Background: an optimization exercise with open tools, aiming at a short achievable clock period and few clock cycles per item. Do not read the settings as production practice.
Function was checked by simulation only, so behaviour that the tests miss may differ from the original.
No activity file was given, so power comes from the tool's default toggle rates.

File: design/flow/run.sh
#!/bin/bash
# synth_recipe.tcl (not shown) runs the flow's synth.tcl, then flattens the netlist and writes it again
# the make line also repeats each setting of config.mk as NAME=value (left out here)
make -C /OpenROAD-flow-scripts/flow DESIGN_CONFIG=/design/flow/config.mk WORK_HOME=/design/flow/orfs CLKGATE_MAP_FILE= SYNTH_SCRIPT=/design/flow/synth_recipe.tcl finish
File: design/flow/config.mk
export PLATFORM = sky130hd
export DESIGN_NAME = soc_top
export DESIGN_NICKNAME = soc_top
export VERILOG_FILES = /design/flow/design.v
export SDC_FILE = /design/flow/constraint.sdc
export NUM_CORES = 4
export LEC_CHECK = 0
export CAP_MARGIN = 20
export CORE_MARGIN = 2
export CORE_UTILIZATION = 40
export PLACE_DENSITY = 0.6
export SLEW_MARGIN = 20
File: design/flow/constraint.sdc
create_clock -name core_clock -period 7.0 [get_ports {clk}]
set_input_delay 1.4000 -clock core_clock [delete_from_list [all_inputs] [get_ports {clk}]]
set_output_delay 1.4000 -clock core_clock [all_outputs]
set_load 0.01 [all_outputs]
File: design/flow/design.v
package core_pkg;
	typedef logic [63:0] word_t;
	typedef logic [63:0] addr_t;
	typedef logic [4:0]  reg_idx_t;
	typedef enum logic [6:0] {
		op_imm = 7'b0010011,
		op     = 7'b0110011,
		lui    = 7'b0110111,
		load   = 7'b0000011,
		store  = 7'b0100011
	} opcode_e;
	typedef enum logic [2:0] {
		alu_add,
		alu_sub,
		alu_and,
		alu_or,
		alu_xor,
		alu_pass_b
	} alu_op_e;
	typedef struct packed {
		logic [6:0] funct7;
		reg_idx_t   rs2;
		reg_idx_t   rs1;
		logic [2:0] funct3;
		reg_idx_t   rd;
		opcode_e    opcode;
	} r_fields_t;
	typedef struct packed {
		logic [6:0] imm_hi;
		reg_idx_t   rs2;
		reg_idx_t   rs1;
		logic [2:0] funct3;
		logic [4:0] imm_lo;
		opcode_e    opcode;
	} is_fields_t;
	typedef union packed {
		r_fields_t  r;
		is_fields_t i;
	} instr_t;
	typedef struct packed {
		logic    regwrite;
		logic    memread;
		logic    memwrite;
		logic    alu_src_imm;
		alu_op_e alu_op;
	} ctl_t;
	typedef struct packed {
		logic     valid;
		addr_t    pc;
		ctl_t     ctl;
		reg_idx_t dst;
		word_t    rs1_val;
		word_t    rs2_val;
		word_t    imm;
	} dec_data_t;
	typedef struct packed {
		logic     valid;
		addr_t    pc;
		ctl_t     ctl;
		reg_idx_t dst;
		word_t    result;     
		word_t    store_data;
	} ex_data_t;
	typedef struct packed {
		logic     valid;
		addr_t    pc;
		logic     regwrite;
		reg_idx_t dst;
		word_t    wdata;
	} wb_data_t;
endpackage
module regfile (
	input  logic              clk,
	input  logic              reset,
	input  core_pkg::reg_idx_t ra1,
	input  core_pkg::reg_idx_t ra2,
	output core_pkg::word_t   rd1,
	output core_pkg::word_t   rd2,
	input  logic              wen,
	input  core_pkg::reg_idx_t wa,
	input  core_pkg::word_t   wd
);
	core_pkg::word_t regs [0:31];
	logic  wr_live;
	assign wr_live = wen && (wa != '0);  
	always_ff @(posedge clk) begin
		if (reset) begin
			for (int k = 0; k < 32; k++) begin
				regs[k] <= '0;
			end
		end else if (wr_live) begin
			regs[wa] <= wd;
		end
	end
	assign rd1 = (wr_live && wa == ra1) ? wd : regs[ra1];
	assign rd2 = (wr_live && wa == ra2) ? wd : regs[ra2];
endmodule
module decoder (
	input  logic                clk,
	input  logic                reset,
	input  core_pkg::instr_t    instr,
	input  core_pkg::addr_t     pc,
	input  logic                valid,
	input  logic                wen,
	input  core_pkg::reg_idx_t  wa,
	input  core_pkg::word_t     wd,
	output core_pkg::dec_data_t dec
);
	core_pkg::word_t   rs1_val, rs2_val;
	core_pkg::word_t   i_imm, s_imm, u_imm;
	core_pkg::alu_op_e f3_op;
	logic    f3_ok;
	logic    known;
	regfile i_regfile (
		.clk,
		.reset,
		.ra1 (instr.r.rs1),
		.ra2 (instr.r.rs2),
		.rd1 (rs1_val),
		.rd2 (rs2_val),
		.wen,
		.wa,
		.wd
	);
	assign i_imm = {{52{instr.i.imm_hi[6]}}, instr.i.imm_hi, instr.i.rs2};
	assign s_imm = {{52{instr.i.imm_hi[6]}}, instr.i.imm_hi, instr.i.imm_lo};
	assign u_imm = {{32{instr.i.imm_hi[6]}}, instr.i.imm_hi, instr.i.rs2,
		instr.i.rs1, instr.i.funct3, 12'h000};
	always_comb begin
		f3_ok = 1'b1;
		case (instr.r.funct3)
			3'b000: f3_op = (instr.r.opcode == core_pkg::op && instr.r.funct7[5]) ? core_pkg::alu_sub : core_pkg::alu_add;
			3'b100: f3_op = core_pkg::alu_xor;
			3'b110: f3_op = core_pkg::alu_or;
			3'b111: f3_op = core_pkg::alu_and;
			default: begin
				f3_op = core_pkg::alu_add;
				f3_ok = 1'b0;
			end
		endcase
	end
	always_comb begin
		dec = '0;
		known = 1'b1;
		dec.pc = pc;
		dec.dst = instr.r.rd;
		dec.rs1_val = rs1_val;
		dec.rs2_val = rs2_val;
		case (instr.r.opcode)
			core_pkg::op_imm: begin
				dec.ctl = {1'b1, 1'b0, 1'b0, 1'b1, f3_op};
				dec.imm = i_imm;
				known = f3_ok;
			end
			core_pkg::op: begin
				dec.ctl = {1'b1, 1'b0, 1'b0, 1'b0, f3_op};
				known = f3_ok;
			end
			core_pkg::lui: begin
				dec.ctl = {1'b1, 1'b0, 1'b0, 1'b1, core_pkg::alu_pass_b};
				dec.imm = u_imm;
			end
			core_pkg::load: begin
				dec.ctl = {1'b1, 1'b1, 1'b0, 1'b1, core_pkg::alu_add};
				dec.imm = i_imm;
				known = (instr.r.funct3 == 3'b011);  
			end
			core_pkg::store: begin
				dec.ctl = {1'b0, 1'b0, 1'b1, 1'b1, core_pkg::alu_add};
				dec.imm = s_imm;
				known = (instr.r.funct3 == 3'b011);  
			end
			default: known = 1'b0;
		endcase
		dec.valid = valid && known;
	end
endmodule
module execute (
	input  core_pkg::dec_data_t dec,
	output core_pkg::ex_data_t  ex
);
	core_pkg::word_t opnd_b;
	core_pkg::word_t alu_out;
	assign opnd_b = dec.ctl.alu_src_imm ? dec.imm : dec.rs2_val;
	always_comb begin
		case (dec.ctl.alu_op)
			core_pkg::alu_add:    alu_out = dec.rs1_val + opnd_b;
			core_pkg::alu_sub:    alu_out = dec.rs1_val - opnd_b;
			core_pkg::alu_and:    alu_out = dec.rs1_val & opnd_b;
			core_pkg::alu_or:     alu_out = dec.rs1_val | opnd_b;
			core_pkg::alu_xor:    alu_out = dec.rs1_val ^ opnd_b;
			core_pkg::alu_pass_b: alu_out = opnd_b;    
			default:    alu_out = '0;
		endcase
	end
	always_comb begin
		ex.valid      = dec.valid;
		ex.pc         = dec.pc;
		ex.ctl        = dec.ctl;
		ex.dst        = dec.dst;
		ex.result     = alu_out;
		ex.store_data = dec.rs2_val;
	end
endmodule
module core #(
	parameter core_pkg::addr_t reset_pc = 64'h8000_0000
) (
	input  logic               clk,
	input  logic               reset,
	output logic               ibus_req,
	output logic               ibus_we,
	output core_pkg::addr_t    ibus_addr,
	output core_pkg::word_t    ibus_wdata,
	input  core_pkg::word_t    ibus_rdata,
	input  logic               ibus_ready,
	output logic               dbus_req,
	output logic               dbus_we,
	output core_pkg::addr_t    dbus_addr,
	output core_pkg::word_t    dbus_wdata,
	input  core_pkg::word_t    dbus_rdata,
	input  logic               dbus_ready,
	output logic               commit_valid,
	output core_pkg::addr_t    commit_pc,
	output logic               commit_regwrite,
	output core_pkg::reg_idx_t commit_dst,
	output core_pkg::word_t    commit_data
);
	core_pkg::addr_t       pc;
	logic        fetch_on;
	logic        i_done, d_done;
	logic        fetch_ok, mem_ok, mem_access, advance;
	logic [31:0] fetch_word, ibuf;
	core_pkg::word_t       load_q, load_val;
	logic        f_valid;
	core_pkg::addr_t       f_pc;
	core_pkg::instr_t      f_instr;
	core_pkg::dec_data_t   dec_next, d_reg;
	core_pkg::ex_data_t    ex_next, e_reg;
	core_pkg::wb_data_t    wb_next, w_reg;
	assign ibus_req   = fetch_on && !i_done;
	assign ibus_we    = 1'b0;
	assign ibus_addr  = {pc[63:3], 3'b000};
	assign ibus_wdata = '0;
	assign fetch_word = i_done ? ibuf : (pc[2] ? ibus_rdata[63:32] : ibus_rdata[31:0]);
	assign fetch_ok   = i_done || ibus_ready;
	assign mem_access = e_reg.valid && (e_reg.ctl.memread || e_reg.ctl.memwrite);
	assign dbus_req   = mem_access && !d_done;
	assign dbus_we    = e_reg.ctl.memwrite;
	assign dbus_addr  = {e_reg.result[63:3], 3'b000};
	assign dbus_wdata = e_reg.store_data;
	assign mem_ok   = !mem_access || d_done || dbus_ready;
	assign load_val = d_done ? load_q : dbus_rdata;
	assign advance = fetch_ok && mem_ok;  
	always_ff @(posedge clk) begin
		if (reset) begin
			pc <= reset_pc;
			fetch_on <= 1'b0;
			i_done <= 1'b0;
			d_done <= 1'b0;
		end else begin
			fetch_on <= 1'b1;
			if (advance) begin
				pc <= pc + 64'd4;
				i_done <= 1'b0;
				d_done <= 1'b0;
			end else begin
				if (ibus_ready)
					i_done <= 1'b1;  
				if (dbus_ready)
					d_done <= 1'b1;
			end
		end
	end
	always_ff @(posedge clk) begin
		if (ibus_ready)
			ibuf <= fetch_word;
		if (dbus_ready)
			load_q <= dbus_rdata;
	end
	decoder i_decoder (
		.clk,
		.reset,
		.instr (f_instr),
		.pc    (f_pc),
		.valid (f_valid),
		.wen   (commit_valid && w_reg.regwrite),
		.wa    (w_reg.dst),
		.wd    (w_reg.wdata),
		.dec   (dec_next)
	);
	execute i_execute (
		.dec (d_reg),
		.ex  (ex_next)
	);
	always_comb begin
		wb_next.valid    = e_reg.valid;
		wb_next.pc       = e_reg.pc;
		wb_next.regwrite = e_reg.ctl.regwrite;
		wb_next.dst      = e_reg.dst;
		wb_next.wdata    = e_reg.ctl.memread ? load_val : e_reg.result;
	end
	always_ff @(posedge clk) begin
		if (reset) begin
			f_valid <= 1'b0;
			d_reg.valid <= 1'b0;
			e_reg.valid <= 1'b0;
			w_reg.valid <= 1'b0;
		end else if (advance) begin
			f_valid <= 1'b1;
			f_pc <= pc;
			f_instr <= fetch_word;
			d_reg <= dec_next;
			e_reg <= ex_next;
			w_reg <= wb_next;
		end
	end
	assign commit_valid    = advance && w_reg.valid;
	assign commit_pc       = w_reg.pc;
	assign commit_regwrite = w_reg.regwrite;
	assign commit_dst      = w_reg.dst;
	assign commit_data     = w_reg.wdata;
endmodule
module mem_arbiter (
	input  logic            clk,
	input  logic            reset,
	input  logic            ibus_req,
	input  logic            ibus_we,
	input  core_pkg::addr_t ibus_addr,
	input  core_pkg::word_t ibus_wdata,
	output core_pkg::word_t ibus_rdata,
	output logic            ibus_ready,
	input  logic            dbus_req,
	input  logic            dbus_we,
	input  core_pkg::addr_t dbus_addr,
	input  core_pkg::word_t dbus_wdata,
	output core_pkg::word_t dbus_rdata,
	output logic            dbus_ready,
	output logic            mem_req,
	output logic            mem_we,
	output core_pkg::addr_t mem_addr,
	output core_pkg::word_t mem_wdata,
	input  core_pkg::word_t mem_rdata,
	input  logic            mem_ready
);
	logic busy;
	logic owner_d;   
	logic sel_d;
	assign sel_d = busy ? owner_d : dbus_req;
	assign mem_req   = sel_d ? dbus_req   : ibus_req;
	assign mem_we    = sel_d ? dbus_we    : ibus_we;
	assign mem_addr  = sel_d ? dbus_addr  : ibus_addr;
	assign mem_wdata = sel_d ? dbus_wdata : ibus_wdata;
	assign dbus_ready = mem_ready && sel_d;
	assign ibus_ready = mem_ready && !sel_d;
	assign dbus_rdata = sel_d ? mem_rdata : '0;
	assign ibus_rdata = sel_d ? '0 : mem_rdata;
	always_ff @(posedge clk) begin
		if (reset) begin
			busy <= 1'b0;
			owner_d <= 1'b0;
		end else if (mem_ready) begin
			busy <= 1'b0;
		end else if (mem_req && !busy) begin
			busy <= 1'b1;  
			owner_d <= sel_d;
		end
	end
endmodule
module soc_top #(
	parameter core_pkg::addr_t reset_pc = 64'h8000_0000
) (
	input  logic               clk,
	input  logic               reset,
	output logic               mem_req,
	output logic               mem_we,
	output core_pkg::addr_t    mem_addr,
	output core_pkg::word_t    mem_wdata,
	input  core_pkg::word_t    mem_rdata,
	input  logic               mem_ready,
	output logic               commit_valid,
	output core_pkg::addr_t    commit_pc,
	output logic               commit_regwrite,
	output core_pkg::reg_idx_t commit_dst,
	output core_pkg::word_t    commit_data
);
	logic            ibus_req, ibus_we, ibus_ready;
	core_pkg::addr_t ibus_addr;
	core_pkg::word_t ibus_wdata, ibus_rdata;
	logic            dbus_req, dbus_we, dbus_ready;
	core_pkg::addr_t dbus_addr;
	core_pkg::word_t dbus_wdata, dbus_rdata;
	core #(
		.reset_pc (reset_pc)
	) i_core (
		.clk,
		.reset,
		.ibus_req,
		.ibus_we,
		.ibus_addr,
		.ibus_wdata,
		.ibus_rdata,
		.ibus_ready,
		.dbus_req,
		.dbus_we,
		.dbus_addr,
		.dbus_wdata,
		.dbus_rdata,
		.dbus_ready,
		.commit_valid,
		.commit_pc,
		.commit_regwrite,
		.commit_dst,
		.commit_data
	);
	mem_arbiter i_arbiter (
		.clk,
		.reset,
		.ibus_req,
		.ibus_we,
		.ibus_addr,
		.ibus_wdata,
		.ibus_rdata,
		.ibus_ready,
		.dbus_req,
		.dbus_we,
		.dbus_addr,
		.dbus_wdata,
		.dbus_rdata,
		.dbus_ready,
		.mem_req,
		.mem_we,
		.mem_addr,
		.mem_wdata,
		.mem_rdata,
		.mem_ready
	);
endmodule
==> run summary <==
- Run status: timing/DRC/antenna clean
- Clock sink count: 2873
- Largest fanout on the critical path: 11
- DIE WIDTH: 614 µm
- CTS tree: built
- Register area share after synthesis: 57.5%
- Max Cap Viol: 0
- Clk Latency, worst-skew pair: 0.94 ns
- Share of layout cells above drive strength 1: 22.2%
- Placer Congestion: 0.929
- Routed WL per cell: 35.7 µm
- Int Power: 31.0 mW
- Total Power: 42.0 mW
- Max stage delay on crit path: 0.70 ns
- Critical Path AT: 7.18 ns
- Switching Fraction: 26.2%
- VDD IR max: 0.172 mV
- Critical path startpoint category: register
- #FFs+latches synth: 2873
- Lkg Pwr: 60.1 nW
- Post-route DRC: 0
- Total power per unit cell area: 248 nW/µm²
- Crit path cell chain: buf_4 > mux2i_2 > o211ai_1 > nor4_2 > and3_1 > and2_1 > nand4_1 > o21ai_0 > xnor2_1 > ha_1 > nand2_1 > nor2_1 > nand3_1 > a211oi_1 > o211ai_1 > a2111oi_0 > o21ai_0 > a31o_2
- Area grow syn2layout: 13.7%
- Register-to-register setup slack: 0.51 ns
- Fin crit period: 6.49 ns
- Placement Rows: 224
- Hold Fails Final Rpt: 0
- Die extent in y: 614 µm
- Initial DRC Count: 14600
- Nets: 10200
- Final core utilization: 45.6%
- Vias in the first global route: 92200
- F_max: 0.154 GHz
- Clock Path Buffers: 4
- Setup-failing EPs final: 0
- RSZ-0062 raised after global routing: no
- Avg Inst Size Synth: 15.1 µm²
- Clk slew on worst S/H paths: 0.06 ns
- DP HPWL: 338 mm
- Worst Hold Class: reg -> reg
- Die area: 377000 µm²
- Top cell type by total area after synthesis: edfxtp_1
- Most common cell in the netlist: edfxtp_1
- Max reg flops: 2048
- Predominant post-synthesis flop cell: edfxtp_1
- Unique masters post-synth: 84
- Clock share of power: 38.8%
- Final Max Tran Viols: 0
- Setup ws final: 0.513 ns
- Post-synth EDFFs: 2802
- Drt total wl: 542 mm
- Post-CTS Hold Fix Bufs: 0
- Largest net degree at the start of global routing: 171
- CP Class: reg -> reg
- All-Layer GR Usage: 28.3%
- DRT antenna net count: 0
- Fillers: 32000
- Flop pwr share: 48.0%
- Top cells by count, synth: edfxtp_1 (2802), and2_1 (2136), mux4_2 (1280)
- Top-level port count: 332
- Post-synth ARST share: 0%
- Syn Std Cell Area: 149000 µm²
- DP Worst Slack: 0.540 ns
- DR vias/cell: 6.19
- Initial antenna violation count: 61
- Rel. slew slack: 18.5%
- Power share of the combinational group: 13.2%
- CTS HTree Levels: 5
- Critical path's slowest cell: edfxtp_1
- Sw Pwr: 11.0 mW
- Syn Inst Count: 9852
- CP Capture Type: register
- CP required: 7.69 ns
- DR pass1 iterations: 6
- Synth top area cells: edfxtp_1 (57%), mux4_2 (19%), and2_1 (9.0%)
- Slew @ Worst Pin: 1.19 ns
- Starting Density: 40.1%
- GRT overflow: 0
- Vias: 93900
- Fin crit share: 92.7%
- Top cell type's share of synthesized area: 56.5%
- Global-route wire length before repair: 743 mm
- Num CTS Buffers: 310
- CTS root buffer: clkbuf_16
- Setup Buffers After CTS: 0
- Core Region: 371000 µm²
- Input/output buffers: 326
- Fin area: 169000 µm²
- Post-CTS resize count: 0
- YS warnings: 5
- Area of placed instances: 159000 µm²
- Skew final: 0.0566 ns
[per-stage QoR]
step	std cells	setup TNS [ns]	hold WS, ns
6_report	15200	0	0.412
5_1_grt	15100	0	0.419
4_1_cts	15100	0	0.415
3_5_place_dp	14600	0	0.405
3_3_place_gp	14600	0	0.400
2_1_floorplan	9920	-6235.88	0.400
[critical path, delay by kind of cell (launching register included)]
family                     cells  cell delay [ns]
muxes                          1             0.33
and+or+nand+nor                7             1.78
DFF                            1             0.70
adders and majority gates      1             0.46
AOI/OAI and AO/OA              7             2.56
xor gates and xnor gates       1             0.10
buffers and inverters          1             0.28
[power groups by stage]
stage	Sequential (mW)	Clock (mW)	Combinational, mW
finish	20.2	16.3	5.54
global route	20.2	17.1	5.75
CTS	20.2	16.5	5.44
detailed placement	20.5	0	5.42
global placement	20.5	0	5.37
floorplan	20.4	0	3.37
[placed cells by master (no fill, tap or decap), drive strengths merged, types with 12 or more instances in the layout]
cell type,count
bufinv,22
mux2,59
nand3,42
o22ai,25
edfxtp,2802
or3,24
a31oi,17
mux2i,256
a221oi,25
and3,24
diode,41
clkinv,126
nor2b,15
mux4,1280
nand4,22
dfxtp,71
conb,69
xnor2,114
o21ai,183
a22o,23
xor2,64
and2,2136
buf,372
ha,194
nor3,42
nand2,207
a21o,57
inv,176
o21bai,12
a21oi,342
a22oi,17
o31ai,47
o211ai,29
clkbuf,387
clkdlybuf4s50,325
nor2,437
[final timing paths]
kind,end,from,cells after the start
max,i_core.e_reg[122]$_DFFE_PP_,i_core.d_reg[200]$_DFFE_PP_,18
min,i_core.w_reg[82]$_DFFE_PP_,i_core.e_reg[152]$_DFFE_PP_,0
max reg2reg,i_core.e_reg[122]$_DFFE_PP_,i_core.d_reg[200]$_DFFE_PP_,18
min reg2reg,i_core.w_reg[82]$_DFFE_PP_,i_core.e_reg[152]$_DFFE_PP_,0
[routing by layer]
| layer | vias to the layer above | wire [µm] | track usage [%] |
|---|---|---|---|
| met4 | 10 | 25200 | 11.9 |
| met3 | 1244 | 62700 | 6.41 |
| li1 | 37500 | - | - |
| met2 | 6412 | 252000 | 44.9 |
| met5 | - | 62 | 0.129 |
| met1 | 48700 | 201000 | 37.6 |
[kinds of logic after synthesis]
logic type | share of synthesized area, %
buffers and inverters | 3.32
other | 0.00252
AND/OR/NAND/NOR | 11.6
adder cells (fa/ha/maj) | 1.64
multiplexers | 21.5
XOR/XNOR | 1.05
flip-flops | 57.5
AO/OA/AOI/OAI | 3.39
[area by class of cell]
| cell class | count | area, µm² | share of cell area, % |
|---|---|---|---|
| Antenna cell | 41 | 103 | 0.0606 |
| Clock inverter | 165 | 1620 | 0.957 |
| Inverter | 167 | 639 | 0.378 |
| Tap cell | 4972 | 6220 | 3.68 |
| Timing Repair Buffer | 698 | 7600 | 4.49 |
| Multi-Input combinational cell | 5873 | 59200 | 35.0 |
| Clock buffer | 386 | 8210 | 4.85 |
| Sequential cell | 2873 | 85600 | 50.6 |
Testbench counts, summed over its fixed seeds: cycles 36,312, items 16,000.

-- re-timing with driven ports --
The results above use ideal ports. As a check the final layout listed here was re-extracted and re-timed, cells and wires unchanged.
Step 1 sets driving cells, clkbuf_16 on the clock port and buf_2 on the other inputs (assumed; they add their load-dependent delay and slew).
Step 2 also shifts input and output timing later by t, the mid clock arrival at the registers, as if the neighbouring blocks saw the same clock.
Slacks: ideal ports / drivers / drivers and shift; pairs: ideal ports / drivers.
t (ns): 1.041
slack for setup (ns): 0.513 / 0.513 / 0.513
worst register clock-pin slew, ns: 0.07 / 0.07
After both steps this run still meets setup and hold. For this run, drivers alone change the setup slack by 0.000 ns; drivers and shift together by 0.000 ns.
